What follows belongs to an exercise in optimizing a design on an open flow for small area, a short achievable clock period and few clock cycles; a production flow would make more cautious choices.
Only simulation tests tie the RTL to the original design; equivalence was not proved.
Power and IR drop assume default switching activity.

run 1:
Design step_spike_detector, start of the top module:
module step_spike_detector (
    input  logic        i_clk,
    input  logic        i_rst_n,
    input  logic        i_in_valid,
    output logic        o_in_ready,
    input  logic        i_in_operation,
    input  logic [12:0] i_in_accel_x,
    input  logic [12:0] i_in_accel_y,
    input  logic [12:0] i_in_accel_z,
    output logic        o_out_valid,
    input  logic        i_out_ready,
    output logic        o_out_step_detected,
    output logic [12:0] o_out_current_magnitude,
    output logic [12:0] o_out_baseline_magnitude,
    input  logic        i_cfg_we,
    input  logic [0:0]  i_cfg_idx,
    input  logic [12:0] i_cfg_data
);
Size: ~4100 cells after synthesis, roughly 950 flip-flops, about 88 I/O pins.
==> flow/config.mk <==
export PLATFORM = sky130hd
export DESIGN_NAME = step_spike_detector
export DESIGN_NICKNAME = step_spike_detector
export VERILOG_FILES = /design/flow/design.v
export SDC_FILE = /design/flow/constraint.sdc
export NUM_CORES = 4
export LEC_CHECK = 0
export CAP_MARGIN = 20
export CORE_MARGIN = 2
export CORE_UTILIZATION = 40
export CTS_BUF_LIST = sky130_fd_sc_hd__clkbuf_8 sky130_fd_sc_hd__clkbuf_16
export CTS_CLUSTER_DIAMETER = 100
export CTS_CLUSTER_SIZE = 25
export SLEW_MARGIN = 20
==> flow/constraint.sdc <==
create_clock -name core_clock -period 10.0 [get_ports {i_clk}]
set_input_delay 2.0000 -clock core_clock [delete_from_list [all_inputs] [get_ports {i_clk}]]
set_output_delay 2.0000 -clock core_clock [all_outputs]
set_load 0.01 [all_outputs]
standard.sh (not shown) runs the stock make flow with config.mk's settings and CLKGATE_MAP_FILE= SYNTH_SCRIPT=/design/flow/synth_recipe.tcl, a recipe that flattens the netlist after the stock synthesis.
==> flow/flow/run.sh <==
#!/bin/bash
set -euo pipefail
bash standard.sh SETUP_SLACK_MARGIN=6.85 finish > standard_flow.log 2>&1
Testbench counts of run 1, summed over its fixed seeds: cycles 8,452.
Relative to run 1, the following input files were edited for run 2:
Settings: changing CTS_CLUSTER_SIZE from 25 to 30; changing CTS_BUF_LIST from sky130_fd_sc_hd__clkbuf_8 sky130_fd_sc_hd__clkbuf_16 to sky130_fd_sc_hd__clkbuf_16.
==> flow/flow/run.sh <==
#!/bin/bash
set -euo pipefail
bash standard.sh SETUP_SLACK_MARGIN=6.7 finish > standard_flow.log 2>&1
- Run 1 | stages: all done | timing, DRC, antenna: all pass
- Both conditions hold for run 2: the flow ran to the end and the final layout passed the timing, design-rule and antenna checks.
- Re maximum fanout along the worst path: run 2 is 1 up on run 1.
- Routed wire length: run 2 lower than run 1
- Diff run 1..run 2 | met1 global-route usage | negligible
- Delta (run 2 minus run 1): total number of multi-input combinational cells shows no meaningful change; total power moved down; power attributed to sequential cells did not really move; number of nets at the end of the flow moved down.
- Relative to run 1, the clock buffer count in the final layout measured on run 2 has decreased by more than 10%.
- Placer congestion estimate shrinks slightly when moving from run 1 to run 2.

* * *

Another version of the RTL of step_spike_detector (not shown whole).
For scale: ~4700 cells after synthesis, ~0.050 sq mm of cells after synthesis.
clock: 10.0 ns
lec_check: 0
abc_area: 1
cap_margin: 20
core_margin: 2
core_utilization: 40
slew_margin: 20
==> flow/flow/run.sh <==
#!/bin/bash
set -euo pipefail
bash standard.sh SETUP_SLACK_MARGIN=6.7 finish > standard_flow.log 2>&1
Testbench counts at the start, summed over its fixed seeds: cycles 8,452.
Rerun with:
==> flow/flow/run.sh (replaced) <==
#!/bin/bash
set -euo pipefail
bash standard.sh SETUP_SLACK_MARGIN=6.4 finish > standard_flow.log 2>&1
ABC_AREA = unset   (was 1)
=> Wire length shrinks by 7.7%. Non-clock buffer count went down by 21. Synthesized area decreases by about 1.3%. Worst setup slack gets worse by 0.067 ns.

* * *

step_spike_detector with an RTL version that a note above also has.
Size in the first run: ~4100 cells after synthesis, roughly 950 flip-flops, about 88 I/O pins, roughly 49000 µm² of cells after synthesis.
// step_spike_detector
module step_spike_detector (
    input  logic        i_clk,
    input  logic        i_rst_n,
    input  logic        i_in_valid,
    output logic        o_in_ready,
    input  logic        i_in_operation,
    input  logic [12:0] i_in_accel_x,
    input  logic [12:0] i_in_accel_y,
    input  logic [12:0] i_in_accel_z,
    output logic        o_out_valid,
    input  logic        i_out_ready,
    output logic        o_out_step_detected,
    output logic [12:0] o_out_current_magnitude,
    output logic [12:0] o_out_baseline_magnitude,
    input  logic        i_cfg_we,
    input  logic [0:0]  i_cfg_idx,
    input  logic [12:0] i_cfg_data
);
clock: 10.0 ns
lec_check: 0
cap_margin: 20
core_margin: 2
core_utilization: 40
cts_buf_list: sky130_fd_sc_hd__clkbuf_8 sky130_fd_sc_hd__clkbuf_16
cts_cluster_diameter: 100
cts_cluster_size: 25
slew_margin: 20
==> flow/flow/run.sh <==
#!/bin/bash
set -euo pipefail
bash standard.sh SETUP_SLACK_MARGIN=6.7 finish > standard_flow.log 2>&1
The starting point passed the timing, design-rule and antenna checks.
Testbench counts at the start, summed over its fixed seeds: cycles 8,452.
Then changed:
==> flow/flow/run.sh (replaced) <==
#!/bin/bash
set -euo pipefail
bash standard.sh SETUP_SLACK_MARGIN=6.95 finish > standard_flow.log 2>&1
CTS_BUF_LIST = default   (was sky130_fd_sc_hd__clkbuf_8 sky130_fd_sc_hd__clkbuf_16)
CTS_CLUSTER_DIAMETER = default   (was 100)
CTS_CLUSTER_SIZE = default   (was 25)
After rerunning:
- count of clock-buffer cells in the layout goes up by 92
- final area goes up by 5.9%
- maximum frequency goes down by 0.83%
- total power goes up by 15%
- wire length goes up by 3.2%
- clock power goes up by 67%
- cell count goes up by 3.2%
- utilization goes up by 2.7 points
Then changed:
==> flow/flow/run.sh (replaced) <==
#!/bin/bash
set -euo pipefail
bash standard.sh SETUP_SLACK_MARGIN=6.7 finish > standard_flow.log 2>&1
CTS_BUF_LIST = sky130_fd_sc_hd__clkbuf_8 sky130_fd_sc_hd__clkbuf_16   (was default)
CTS_CLUSTER_DIAMETER = 120   (was default)
CTS_CLUSTER_SIZE = 30   (was default)
The changed run ran to the end with no violations.
Design area goes down by a few percent.
Final cell count went down by a few percent.
Critical path depth stays the same.
Then changed:
CTS_CLUSTER_DIAMETER = 80   (was 120)
CTS_CLUSTER_SIZE = 20   (was 30)
Result: Sequential power hardly moves; via count stays flat; area after synthesis does not change; first-iteration DRC count goes down by about 7%; count of clock-buffer cells in the layout goes up by 18; clock skew goes down by 14 ps.
Then changed:
CTS_BUF_LIST = default   (was sky130_fd_sc_hd__clkbuf_8 sky130_fd_sc_hd__clkbuf_16)
CTS_CLUSTER_DIAMETER = default   (was 80)
CTS_CLUSTER_SIZE = default   (was 20)
Effect: Sequential power is about the same; routed wire length grows by 1.4%; flip-flop and latch count stays the same.

* * *

Another version of the RTL of step_spike_detector (not shown whole).
Size: roughly 4000 cells after synthesis, roughly 920 flip-flops.
clock: 10.0 ns
lec_check: 0
cap_margin: 20
core_margin: 2
core_utilization: 60
slew_margin: 20
==> flow/flow/run.sh <==
#!/bin/bash
set -euo pipefail
bash standard.sh SETUP_SLACK_MARGIN=7.0 finish > standard_flow.log 2>&1
Testbench counts at the start, summed over its fixed seeds: cycles 8,452.
Edit:
==> flow/flow/run.sh (replaced) <==
#!/bin/bash
set -euo pipefail
bash standard.sh SETUP_SLACK_MARGIN=6.4 finish > standard_flow.log 2>&1
--- a/flow/config.mk
+++ b/flow/config.mk
@@ -8,4 +8,4 @@
 export CAP_MARGIN = 20
 export CORE_MARGIN = 2
-export CORE_UTILIZATION = 60
+export CORE_UTILIZATION = 40
 export SLEW_MARGIN = 20
Clock-buffer cell count went up by 12.
Area after synthesis does not change.
Via count drops by 6.7%.
Global-route usage shrinks by 11 points.
Edit:
==> flow/run.sh (new file) <==
#!/bin/bash
# synth_recipe.tcl (not shown) runs the flow's synth.tcl, then flattens the netlist and writes it again
# the make line also repeats each setting of config.mk as NAME=value (left out here)
make -C /OpenROAD-flow-scripts/flow DESIGN_CONFIG=/design/flow/config.mk WORK_HOME=/design/flow/orfs CLKGATE_MAP_FILE= SYNTH_SCRIPT=/design/flow/synth_recipe.tcl finish
removed: flow/flow/run.sh
removed: flow/standard.sh
Result:
- The new run completed without violations
- global-route usage is about the same
- die area is unchanged
- final area drops by 2.2%
- via count drops by about 1.5%
- fmax drops by about 15%
- sequential power climbs by about 1%
- critical path depth climbs by 5
- setup slack is worse by 0.66 ns

* * *

== oak ==
step_spike_detector with an RTL version that a note above also has.
Size: about 950 flip-flops.
// step_spike_detector
module step_spike_detector (
    input  logic        i_clk,
    input  logic        i_rst_n,
    input  logic        i_in_valid,
    output logic        o_in_ready,
    input  logic        i_in_operation,
    input  logic [12:0] i_in_accel_x,
    input  logic [12:0] i_in_accel_y,
    input  logic [12:0] i_in_accel_z,
    output logic        o_out_valid,
    input  logic        i_out_ready,
    output logic        o_out_step_detected,
    output logic [12:0] o_out_current_magnitude,
    output logic [12:0] o_out_baseline_magnitude,
    input  logic        i_cfg_we,
    input  logic [0:0]  i_cfg_idx,
    input  logic [12:0] i_cfg_data
);
export LEC_CHECK = 0
export CAP_MARGIN = 20
export CORE_MARGIN = 2
export CORE_UTILIZATION = 40
export CTS_BUF_LIST = sky130_fd_sc_hd__clkbuf_8 sky130_fd_sc_hd__clkbuf_16
export CTS_CLUSTER_DIAMETER = 100
export CTS_CLUSTER_SIZE = 25
export SLEW_MARGIN = 20
create_clock -name core_clock -period 10.0 [get_ports {i_clk}]
==> flow/flow/run.sh <==
#!/bin/bash
set -euo pipefail
bash standard.sh SETUP_SLACK_MARGIN=6.55 finish > standard_flow.log 2>&1
Testbench counts of oak, summed over its fixed seeds: cycles 8,452.
Input-level comparison between pine and oak:
- CTS_CLUSTER_DIAMETER no longer set, was 100
- CTS_BUF_LIST now sky130_fd_sc_hd__clkbuf_8, was sky130_fd_sc_hd__clkbuf_8 sky130_fd_sc_hd__clkbuf_16
==> flow/flow/run.sh <==
#!/bin/bash
set -euo pipefail
bash standard.sh SETUP_SLACK_MARGIN=6.7 finish > standard_flow.log 2>&1
==> results.txt <==
In summary, oak completed successfully, with a layout that passed the timing, design-rule and antenna checks. pine ended with every stage complete and zero timing, DRC or antenna violations. pine: utilization is 1.8 points higher than what oak reported. Total routed wirelength: pine > oak. pine against oak: critical path depth shrank by 6; total power saw an increase; number of iterations in the first detailed-routing pass went up by 1. Clock power in pine vs oak: up about 60%. Diff oak -> pine: share of final layout cell area taken by clock buffers and inverters went up by 3.2 points; shortest clock period the worst path allows after layout climbed 100 ps. Between oak and pine, the flow reports count of clock-buffer cells in the layout increasing by more than 100%. Higher post-route standard cell area excluding fillers goes to pine over oak.

re-timing with driven ports:
Ports are ideal in the flow. The routed layouts listed here were re-timed in OpenROAD. Step 1: set_driving_cell puts a clkbuf_16 on i_clk and a buf_2 on each other input, an assumption about the parent block. Step 2 adds t to the input delays and takes it off the output delays; t is the mean of the earliest and latest rising clock arrival at the registers after step 1. Input paths then give back, and output paths get back, about the clock's delay inside the block. Three values: ideal ports, drivers, drivers and shift; two values: the first two.
run | t, ns | setup slack, ns | clock arrival spread, ns | worst data-port slew with drivers (ns)
run 1 | 0.720 | 6.575 / 6.575 / 6.267 | 0.042 / 0.042 | 0.16
run 2 | 0.733 | 6.550 / 6.550 / 6.186 | 0.035 / 0.036 | 0.14
the first run of note 2 | 0.778 | 6.545 / 6.545 / 6.083 | 0.016 / 0.015 | 0.18
the second run of note 2 | 0.770 | 6.479 / 6.479 / 5.900 | 0.070 / 0.070 | 0.13
the first run of note 3 | 0.728 | 6.611 / 6.611 / 6.140 | 0.045 / 0.045 | 0.15
the second run of note 3 | 0.762 | 6.582 / 6.582 / 6.260 | 0.062 / 0.063 | 0.14
the third run of note 3 | 0.724 | 6.629 / 6.621 / 6.140 | 0.058 / 0.058 | 0.14
the fourth run of note 3 | 0.753 | 6.604 / 6.604 / 6.154 | 0.036 / 0.036 | 0.15
the fifth run of note 3 | 0.755 | 6.602 / 6.602 / 6.149 | 0.071 / 0.072 | 0.14
the first run of note 4 | 0.728 | 6.249 / 6.249 / 6.249 | 0.057 / 0.057 | 0.07
the second run of note 4 | 0.751 | 6.223 / 6.223 / 6.012 | 0.035 / 0.036 | 0.04
the third run of note 4 | 0.759 | 5.558 / 5.558 / 5.558 | 0.050 / 0.050 | 0.06
oak | 0.728 | 6.603 / 6.549 / 6.195 | 0.034 / 0.034 | 0.14
pine | 0.928 | 6.499 / 6.432 / 5.987 | 0.048 / 0.048 | 0.14
After both steps every run listed still meets setup and hold. For the second run of note 2, which loses most, drivers alone change the setup slack by 0.000 ns; drivers and shift together by -0.579 ns.
